From an optimization exercise on the open Yosys and OpenROAD flow, aimed at a short achievable clock period and few clock cycles; shortcuts taken in it are not production practice. For this run, only the layout was checked, not whether the RTL still works. Power is estimated from default activity; no workload was simulated.

**flow/run.sh**
```bash
#!/bin/bash
# synth_recipe.tcl (not shown) runs the flow's synth.tcl, then flattens the netlist and writes it again
# the make line also repeats each setting of config.mk as NAME=value (left out here)
make -C /OpenROAD-flow-scripts/flow DESIGN_CONFIG=/design/flow/config.mk WORK_HOME=/design/flow/orfs CLKGATE_MAP_FILE= SYNTH_SCRIPT=/design/flow/synth_recipe.tcl finish
```
**flow/config.mk**
```make
export PLATFORM = sky130hd
export DESIGN_NAME = l1dTop
export DESIGN_NICKNAME = l1dTop
export VERILOG_FILES = /design/flow/design.v
export SDC_FILE = /design/flow/constraint.sdc
export NUM_CORES = 4
export LEC_CHECK = 0
export CAP_MARGIN = 20
export CORE_MARGIN = 2
export CORE_UTILIZATION = 40
export SETUP_SLACK_MARGIN = 1.5
export SLEW_MARGIN = 20
export TNS_END_PERCENT = 5
```
**flow/constraint.sdc**
```tcl
create_clock -name core_clock -period 4.5 [get_ports {clk}]
set_input_delay 0.9000 -clock core_clock [delete_from_list [all_inputs] [get_ports {clk}]]
set_output_delay 0.9000 -clock core_clock [all_outputs]
set_load 0.01 [all_outputs]
```
**flow/design.v**
```verilog
`default_nettype none
package l1dPkg;
    localparam int wordBits = 32;                        
    localparam logic [2:0] opPut           = 3'd0;       
    localparam logic [2:0] opGet           = 3'd4;       
    localparam logic [2:0] opAccessAck     = 3'd0;       
    localparam logic [2:0] opAccessAckData = 3'd1;       
    localparam logic [3:0] sizeWord = 4'd2;              
    typedef enum logic [1:0] {
        stIdle       = 2'b00,                            
        stWriteBus   = 2'b01,                            
        stReadBus    = 2'b10,                            
        stWriteCache = 2'b11                             
    } ctrlState;
endpackage
`default_nettype wire
`default_nettype none
module l1dTop #(
    parameter int         indexBits = 4,
    parameter logic [4:0] sourceId  = 5'd1
) (
    input  wire                                  clk,
    input  wire                                  rst_n,
    input  wire                                  reqValid,
    input  wire                                  reqWrite,
    input  wire  [l1dPkg::wordBits-1:0]          reqAddr,
    input  wire  [l1dPkg::wordBits-1:0]          reqWdata,
    output logic                                 respValid,
    output logic [l1dPkg::wordBits-1:0]          respRdata,
    output logic                                 respError,
    output logic                                 busy,
    output logic                                 aValid,
    input  wire                                  aReady,
    output logic [l1dPkg::wordBits-1:0]          aAddress,
    output logic [2:0]                           aOpcode,
    output logic [3:0]                           aSize,
    output logic [3:0]                           aMask,
    output logic [l1dPkg::wordBits-1:0]          aData,
    output logic [2:0]                           aParam,
    output logic [4:0]                           aSource,
    output logic                                 aCorrupt,
    input  wire                                  dValid,
    output logic                                 dReady,
    input  wire  [2:0]                           dOpcode,
    input  wire  [l1dPkg::wordBits-1:0]          dData,
    input  wire  [1:0]                           dParam,
    input  wire  [4:0]                           dSource,
    input  wire  [1:0]                           dSink,
    input  wire                                  dDenied,
    input  wire                                  dCorrupt,
    input  wire  [3:0]                           dSize
);
    localparam int lines   = 1 << indexBits;
    localparam int wb      = l1dPkg::wordBits;
    localparam int tagBits = wb - indexBits - 2;
    localparam int qBits   = 3;                          
    localparam int qLen    = 1 << qBits;
    typedef logic [qBits-1:0] qPtr;
    logic [lines-1:0]   validQ;
    logic [lines-1:0]   dirtyQ;
    logic [lines-1:0]   pendQ;                           
    logic [tagBits-1:0] tagQ  [lines];
    logic [wb-1:0]      dataQ [lines];
    qPtr                rHead, rTail;
    logic [qBits:0]     rCount;
    logic [qLen-1:0]    rReady;                          
    logic [qLen-1:0]    rErr;
    logic [wb-1:0]      rData [qLen];
    qPtr                  jHead, jTail;
    logic [qBits:0]       jCount;
    logic                 jPut    [qLen];                
    logic                 jOldVal [qLen];                
    logic                 jOldDty [qLen];
    logic [tagBits-1:0]   jOldTag [qLen];
    logic [wb-1:0]        jOldDat [qLen];
    logic [indexBits-1:0] jIdx    [qLen];
    logic [tagBits-1:0]   jTag    [qLen];
    logic                 jWrite  [qLen];
    logic [wb-1:0]        jWdata  [qLen];
    qPtr                  jRob    [qLen];
    logic                 bValid;
    logic                 bConf;                         
    logic                 bWrite;
    logic [indexBits-1:0] bIdx;
    logic [tagBits-1:0]   bTag;
    logic [wb-1:0]        bWdata;
    qPtr                  bRob;
    logic [lines-1:0]     bMatch;                        
    logic [lines-1:0]     bSel;                          
    logic                 accept;
    logic                 stay;                          
    logic                 go;
    logic                 hit;
    logic                 lHit;
    logic                 lMiss;
    logic [indexBits-1:0] cIdx;
    logic [tagBits-1:0]   cTag;
    logic [lines-1:0]     cMatch;
    assign accept = reqValid && !busy;
    assign go     = bValid && !bConf;
    assign stay   = bValid && bConf;
    assign hit    = |(bMatch & bSel);
    assign lHit   = go && hit;
    assign lMiss  = go && !hit;
    assign cIdx = stay ? bIdx : reqAddr[indexBits+1:2];
    assign cTag = stay ? bTag : reqAddr[wb-1:indexBits+2];
    always_comb
        for (int i = 0; i < lines; i++)
            cMatch[i] = validQ[i] && (tagQ[i] == cTag);
    logic active;
    logic isGetQ;
    logic done;
    logic fault;
    logic putOk;
    logic jobEnd;
    qPtr  jNext;
    assign active = (jCount != 0);
    assign done   = active && dValid && (dSource == sourceId) && (dSize == l1dPkg::sizeWord)
                    && (dOpcode == (isGetQ ? l1dPkg::opAccessAckData : l1dPkg::opAccessAck));
    assign fault  = dDenied || dCorrupt;
    assign putOk  = done && !isGetQ && !fault;
    assign jobEnd = done && (isGetQ || fault);
    assign jNext  = jHead + qPtr'(1);
    logic                 fValid;
    logic [indexBits-1:0] fIdx;
    logic                 fFault;
    logic                 fOldVal;
    logic                 fOldDty;
    logic [tagBits-1:0]   fOldTag;
    logic [wb-1:0]        fData;
    always_ff @(posedge clk or negedge rst_n)
    begin
        if (!rst_n)
            fValid <= 1'b0;
        else
            fValid <= jobEnd;
    end
    always_ff @(posedge clk)
    begin
        fIdx    <= jIdx[jHead];
        fFault  <= fault;
        fOldVal <= jOldVal[jHead];
        fOldDty <= jOldDty[jHead];
        fOldTag <= jOldTag[jHead];
        if (fault)
            fData <= jOldDat[jHead];
        else
            fData <= jWrite[jHead] ? jWdata[jHead] : dData;
    end
    always_ff @(posedge clk or negedge rst_n)
    begin
        if (!rst_n)
        begin
            bValid <= 1'b0;
            bConf  <= 1'b0;
        end
        else if (stay)
        begin
            bConf  <= pendQ[bIdx];
        end
        else
        begin
            bValid <= accept;
            bConf  <= pendQ[cIdx] || (lMiss && bIdx == cIdx);
        end
    end
    always_ff @(posedge clk)
    begin
        bMatch <= cMatch;
        if (!stay)
        begin
            bWrite <= reqWrite;
            bIdx   <= cIdx;
            bTag   <= cTag;
            bWdata <= reqWdata;
            bRob   <= rTail;
            for (int i = 0; i < lines; i++)
                bSel[i] <= (cIdx == i);
        end
    end
    always_ff @(posedge clk or negedge rst_n)
    begin
        if (!rst_n)
        begin
            validQ <= '0;
            dirtyQ <= '0;
            pendQ  <= '0;
        end
        else
            for (int i = 0; i < lines; i++)
            begin
                if (go && bSel[i])
                begin
                    if (bMatch[i])
                        dirtyQ[i] <= dirtyQ[i] || bWrite;
                    else
                    begin
                        validQ[i] <= 1'b1;
                        dirtyQ[i] <= bWrite;
                        pendQ[i]  <= 1'b1;
                    end
                end
                else if (fValid && fIdx == i)
                begin
                    pendQ[i] <= 1'b0;
                    if (fFault)
                    begin
                        validQ[i] <= fOldVal;
                        dirtyQ[i] <= fOldDty;
                    end
                end
            end
    end
    always_ff @(posedge clk)
        for (int i = 0; i < lines; i++)
        begin
            if (go && bSel[i])
            begin
                if (!bMatch[i])
                    tagQ[i] <= bTag;
                if (bWrite)
                    dataQ[i] <= bWdata;
            end
            else if (fValid && fIdx == i)
            begin
                if (fFault)
                    tagQ[i] <= fOldTag;
                dataQ[i] <= fData;
            end
        end
    logic                 vDirty;
    logic [tagBits-1:0]   vTag;
    logic [wb-1:0]        vData;
    assign vDirty = validQ[bIdx] && dirtyQ[bIdx];
    assign vTag   = tagQ[bIdx];
    assign vData  = dataQ[bIdx];
    always_ff @(posedge clk)
        if (lMiss)
        begin
            jPut[jTail]    <= vDirty;
            jOldVal[jTail] <= validQ[bIdx];
            jOldDty[jTail] <= dirtyQ[bIdx];
            jOldTag[jTail] <= vTag;
            jOldDat[jTail] <= vData;
            jIdx[jTail]    <= bIdx;
            jTag[jTail]    <= bTag;
            jWrite[jTail]  <= bWrite;
            jWdata[jTail]  <= bWdata;
            jRob[jTail]    <= bRob;
        end
    always_ff @(posedge clk or negedge rst_n)
    begin
        if (!rst_n)
        begin
            jHead  <= '0;
            jTail  <= '0;
            jCount <= '0;
        end
        else
        begin
            if (lMiss)
                jTail <= jTail + qPtr'(1);
            if (jobEnd)
                jHead <= jNext;
            jCount <= jCount + (lMiss ? 1 : 0) - (jobEnd ? 1 : 0);
        end
    end
    logic [wb-1:2] aAddrQ;
    always_ff @(posedge clk or negedge rst_n)
    begin
        if (!rst_n)
            aValid <= 1'b0;
        else if ((lMiss && (jCount == 0 || (jCount == 1 && jobEnd)))
                 || (jobEnd && jCount > 1) || putOk)
            aValid <= 1'b1;
        else if (aReady)
            aValid <= 1'b0;
    end
    always_ff @(posedge clk)
    begin
        if (putOk)
        begin
            isGetQ <= 1'b1;
            aAddrQ <= {jTag[jHead], jIdx[jHead]};
        end
        else if (jobEnd && jCount > 1)
        begin
            isGetQ <= !jPut[jNext];
            aAddrQ <= jPut[jNext] ? {jOldTag[jNext], jIdx[jNext]} : {jTag[jNext], jIdx[jNext]};
            aData  <= jOldDat[jNext];
        end
        else if (jCount == 0 || jobEnd)
        begin
            isGetQ <= !vDirty;
            aAddrQ <= vDirty ? {vTag, bIdx} : {bTag, bIdx};
            aData  <= vData;
        end
    end
    logic          headReady;
    logic          cmplHead;                             
    logic          lookHead;                             
    logic          pop;
    logic [wb-1:0] cmplData;
    logic [wb-1:0] hitData;
    logic          accNext;
    assign headReady = (rCount != 0) && rReady[rHead];
    assign cmplData  = jWrite[jHead] ? jWdata[jHead] : dData;
    assign hitData   = bWrite ? bWdata : dataQ[bIdx];
    assign cmplHead  = jobEnd && (jRob[jHead] == rHead);
    assign lookHead  = lHit && (bRob == rHead);
    assign pop       = headReady || cmplHead || lookHead;
    always_ff @(posedge clk or negedge rst_n)
    begin
        if (!rst_n)
        begin
            rHead     <= '0;
            rTail     <= '0;
            rCount    <= '0;
            rReady    <= '0;
            respValid <= 1'b0;
            respError <= 1'b0;
            busy      <= 1'b0;
        end
        else
        begin
            if (accept)
                rTail <= rTail + qPtr'(1);
            if (pop)
                rHead <= rHead + qPtr'(1);
            rCount <= rCount + (accept ? 1 : 0) - (pop ? 1 : 0);
            busy   <= (stay ? pendQ[bIdx]
                            : accept && (pendQ[cIdx] || (lMiss && bIdx == cIdx)))
                      || (rCount + (accept ? 1 : 0) - (pop ? 1 : 0) == qLen);
            for (int e = 0; e < qLen; e++)
            begin
                if (pop && rHead == e)
                    rReady[e] <= 1'b0;
                else if ((lHit && bRob == e) || (jobEnd && jRob[jHead] == e))
                    rReady[e] <= 1'b1;
            end
            respValid <= pop;
            if (headReady)
                respError <= rErr[rHead];
            else if (active && jRob[jHead] == rHead)
                respError <= fault;
            else
                respError <= 1'b0;
        end
    end
    always_ff @(posedge clk)
    begin
        for (int e = 0; e < qLen; e++)
        begin
            if (lHit && bRob == e)
            begin
                rData[e] <= hitData;
                rErr[e]  <= 1'b0;
            end
            else if (jobEnd && jRob[jHead] == e)
            begin
                rData[e] <= cmplData;
                rErr[e]  <= fault;
            end
        end
        if (headReady)
            respRdata <= rData[rHead];
        else if (active && jRob[jHead] == rHead)
            respRdata <= cmplData;
        else
            respRdata <= hitData;
    end
    assign aAddress = {aAddrQ, 2'b00};
    assign aOpcode  = isGetQ ? l1dPkg::opGet : l1dPkg::opPut;
    assign aSize    = l1dPkg::sizeWord;
    assign aMask    = 4'hf;
    assign aParam   = 3'd0;
    assign aSource  = sourceId;
    assign aCorrupt = 1'b0;
    assign dReady   = 1'b1;
endmodule
`default_nettype wire
```
==> summary.txt <==
-- through the flow --
step	power [uW]	cells	hold slack, ns	util
finish	103000	14000	0.0658	0.484
global route	104000	14000	0.115	0.484
CTS	100000	13900	0.0752	0.481
detailed placement	72800	13200	0.453	0.437
global placement	72200	13200	0.456	0.437
floorplan	51900	9016	0.437	-
-- flip-flops by register name, summed over array words and instances (netlist names), 26 cells and up --
signal     cells
aAddrQ        30
aData         32
rData        256
fOldTag       26
dataQ        512
jTag         208
jWdata       256
bWdata        32
tagQ         416
fData         32
jIdx          32
bTag          26
respRdata     32
jOldDat      256
jOldTag      208
-- worst max-delay path by stage --
stage / startpoint / endpoint / slack (ns) / depth (start not counted)
after detailed placement: dSource[3] / busy$_DFF_PN0_ / 0.11 / 18
after global routing: jHead[0]$_DFFE_PN0P_ / busy$_DFF_PN0_ / 0.94 / 16
after CTS: jHead[0]$_DFFE_PN0P_ / busy$_DFF_PN0_ / 1.03 / 16
after floorplan: bSel[10]$_DFFE_PN_ / jIdx[2][0]$_DFFE_PP_ / -1.49 / 7
after global placement: dSource[1] / busy$_DFF_PN0_ / -0.03 / 18
final: bIdx[2]$_DFFE_PN_ / aAddrQ[10]$_DFFE_PP_ / 0.94 / 9
-- cell usage after synthesis, types with 86 or more instances --
master	number	area, um^2
o21ai_0	143	716
a21oi_1	404	2020
buf_2	150	751
dfxtp_1	122	2440
a31oi_1	97	607
edfxtp_1	2344	70400
mux2_2	745	8390
mux2i_1	304	3040
xor2_1	416	3640
clkbuf_1	520	1950
nand3b_1	86	646
nand2_1	1191	4470
nand4_1	105	657
mux4_2	453	10200
nor2_1	421	1580
nand3_1	109	546
-- timing repair --
item                       in CTS  in global routing
pin swaps                      45                 24
setup endpoints to repair    2114               2173
buffers inserted              195                 26
cloned                         26                  7
resized for setup             257                 89
-- power by group through the flow --
stage / combinational (uW) / clock, uW / sequential, uW
after floorplan: 17700 / 0 / 34200
after global placement: 37300 / 0 / 34900
after detailed placement: 37700 / 0 / 35100
after CTS: 41100 / 24600 / 34500
after global routing: 43600 / 25500 / 34800
final: 43400 / 24500 / 34600
-- worst max-delay path, cell delays in order, from the launching register on --
cell and delay, ns:
edfxtp_1 0.36, buf_4 0.20, buf_16 0.19, nand2_1 0.86
a21oi_1 0.14, a2111oi_0 0.95, buf_4 0.24, a21oi_1 0.12
mux2i_1 0.16, a21oi_1 0.08
-- routing by layer --
metal  global-route usage  part of all wire
met1                0.435              0.37
met2                0.481              0.43
met3               0.0935              0.13
met4                0.164             0.064
met5                    0           0.00083
-- layout make-up --
class                      count  area [um^2]
clock inverter               152         1790
inverter                      84          349
multi-input combinational   5586        47400
antenna                       16         40.0
sequential                  2549        74900
timing repair buffer        1097        11800
clock buffer                 377         7920
tap                         4120         5150
timing repair inverter         1         16.3
fill                       26500       159000
-- logic make-up (layout without fill, tap and decap cells) --
group,after synthesis,count (layout),share of synthesized area
other cells,2,38,0.0000605
flops,2549,2549,0.603
buf+inv,883,1711,0.0302
mux,1528,1528,0.179
compound gates,1285,1286,0.0691
simple gates,2284,2285,0.0845
fa+ha+maj,24,24,0.00254
xor+xnor,441,441,0.0311
==> flow_metrics.env <==
export IMPL_ys_seq_area_frac=0.603
export IMPL_htreeDepth=5
export IMPL_slew_headroom=0.157
export IMPL_place_area_um2=135000
export IMPL_grt_pass1_wl_um=713000
export IMPL_synthCells=8996
export IMPL_cts_reportedPaths_clkPinSlew_ns=0.06
export IMPL_chipWidth_um=561
export IMPL_setup_viol_count_final=0
export IMPL_skew_ns=0.100
export IMPL_crit_type="reg2reg"
export IMPL_portBuffers=212
export IMPL_arrival_ns=4.22
export IMPL_r2r_start="bIdx[2]$_DFFE_PN_"
export IMPL_area_growth_pct=20.3
export IMPL_cts_root_buf="clkbuf_16"
export IMPL_ff2ff_setup_slack_ns=0.94
export IMPL_cp_start_kind="flop"
export IMPL_switchingPower_uw=41700
export IMPL_status="timing/DRC/antenna clean"
export IMPL_synth_area_um2=124000
export IMPL_ios=241
export IMPL_synth_warning_count=4
export IMPL_antenna_found_initial=50
export IMPL_numCtsBuffers=291
export IMPL_clock_tree_buffer_depth=4
export IMPL_hold_class="in2async"
export IMPL_synth_edf_count=2344
export IMPL_dieArea_um2=315000
export IMPL_syn_area_per_cell_um2=13.8
export IMPL_vias=90500
export IMPL_detail_route_antenna_nets=0
export IMPL_dr_pass1_iters=8
export IMPL_intPower_uw=60900
export IMPL_drc_errors=0
export IMPL_routedWlPerCell_um=37.7
export IMPL_drive_above_1_share=0.293
export IMPL_synth_main_ff_cell="edfxtp_1"
export IMPL_gp_congestion=1.08
export IMPL_clk_latency_ns=0.96
export IMPL_path_max_fanout=17
export IMPL_cts_sinks=2549
export IMPL_layout_nets=9754
export IMPL_grt_overflow_total=0
export IMPL_synthArstFlopShare=0.0326
export IMPL_pwr_share_seq=0.338
export IMPL_max_freq_ghz=0.281
export IMPL_layout_commonest_cell="edfxtp_1"
export IMPL_yosysUniqueCellTypes=91
export IMPL_fp_row_count=204
export IMPL_final_hold_viol_count=0
export IMPL_grt_pass1_vias=85500
export IMPL_grtUsageTotal=0.325
export IMPL_die_y_um=561
export IMPL_initial_core_util=0.402
export IMPL_finalInstanceArea_um2=149000
export IMPL_finalSetupTns_ns=0
export IMPL_p_clk_frac=0.239
export IMPL_reg2reg_to="aAddrQ[10]$_DFFE_PP_"
export IMPL_ir_drop_mv=0.439
export IMPL_switching_share=0.407
export IMPL_p_leak_uw=0.0510
export IMPL_drt_iter0_drc=15100
export IMPL_min_period_over_period=0.790
export IMPL_wirelength_um=528000
export IMPL_worst_slew_pin_slew_ns=1.26
export IMPL_cts_tree="yes"
export IMPL_ctsHoldBuffers=0
export IMPL_grt_max_degree=81
export IMPL_period_needed_ns=3.56
export IMPL_r2r_cells=9
export IMPL_mostFrequentLayoutCells="edfxtp_1 (2344), nand2_1 (1167), mux2_2 (744), buf_4 (633), mux4_2 (453)"
export IMPL_crit_required_ns=5.17
export IMPL_synth_seq_cells=2549
export IMPL_cap_violations=0
export IMPL_rsz0062_at_grt="true"
export IMPL_hpwl_um=330000
export IMPL_slew_viol_final=0
export IMPL_core_area_um2=309000
export IMPL_power_density_nw_per_um2=687
export IMPL_setup_ws_ns=0.943
export IMPL_power_frac_comb=0.423
export IMPL_viasPerCell=6.47
export IMPL_cp_end_kind="flop"
export IMPL_dp_slack_ns=0.111

## port drivers added, routing unchanged
The flow's constraints put no driver on any port. The routed layout listed below was extracted and timed again, unchanged, in two steps. Step 1, drivers: a clkbuf_16 drives clk and a buf_2 each remaining input, both assumed. Step 2 adds t to the input delays and takes it off the output delays; t is the mean of the earliest and latest rising clock arrival at the registers after step 1. Input paths then give back, and output paths get back, about the clock's delay inside the block. Slacks: ideal / step 1 / step 2; pairs: ideal / step 1.
shift t [ns]: 1.024
setup WS [ns]: 0.943 / 0.943 / 0.207
hold WS [ns]: 0.066 / -0.022 / 0.469
After both steps setup and hold are still met in this run. The setup slack of this run moves by 0.000 ns with the drivers and by -0.736 ns with both steps.
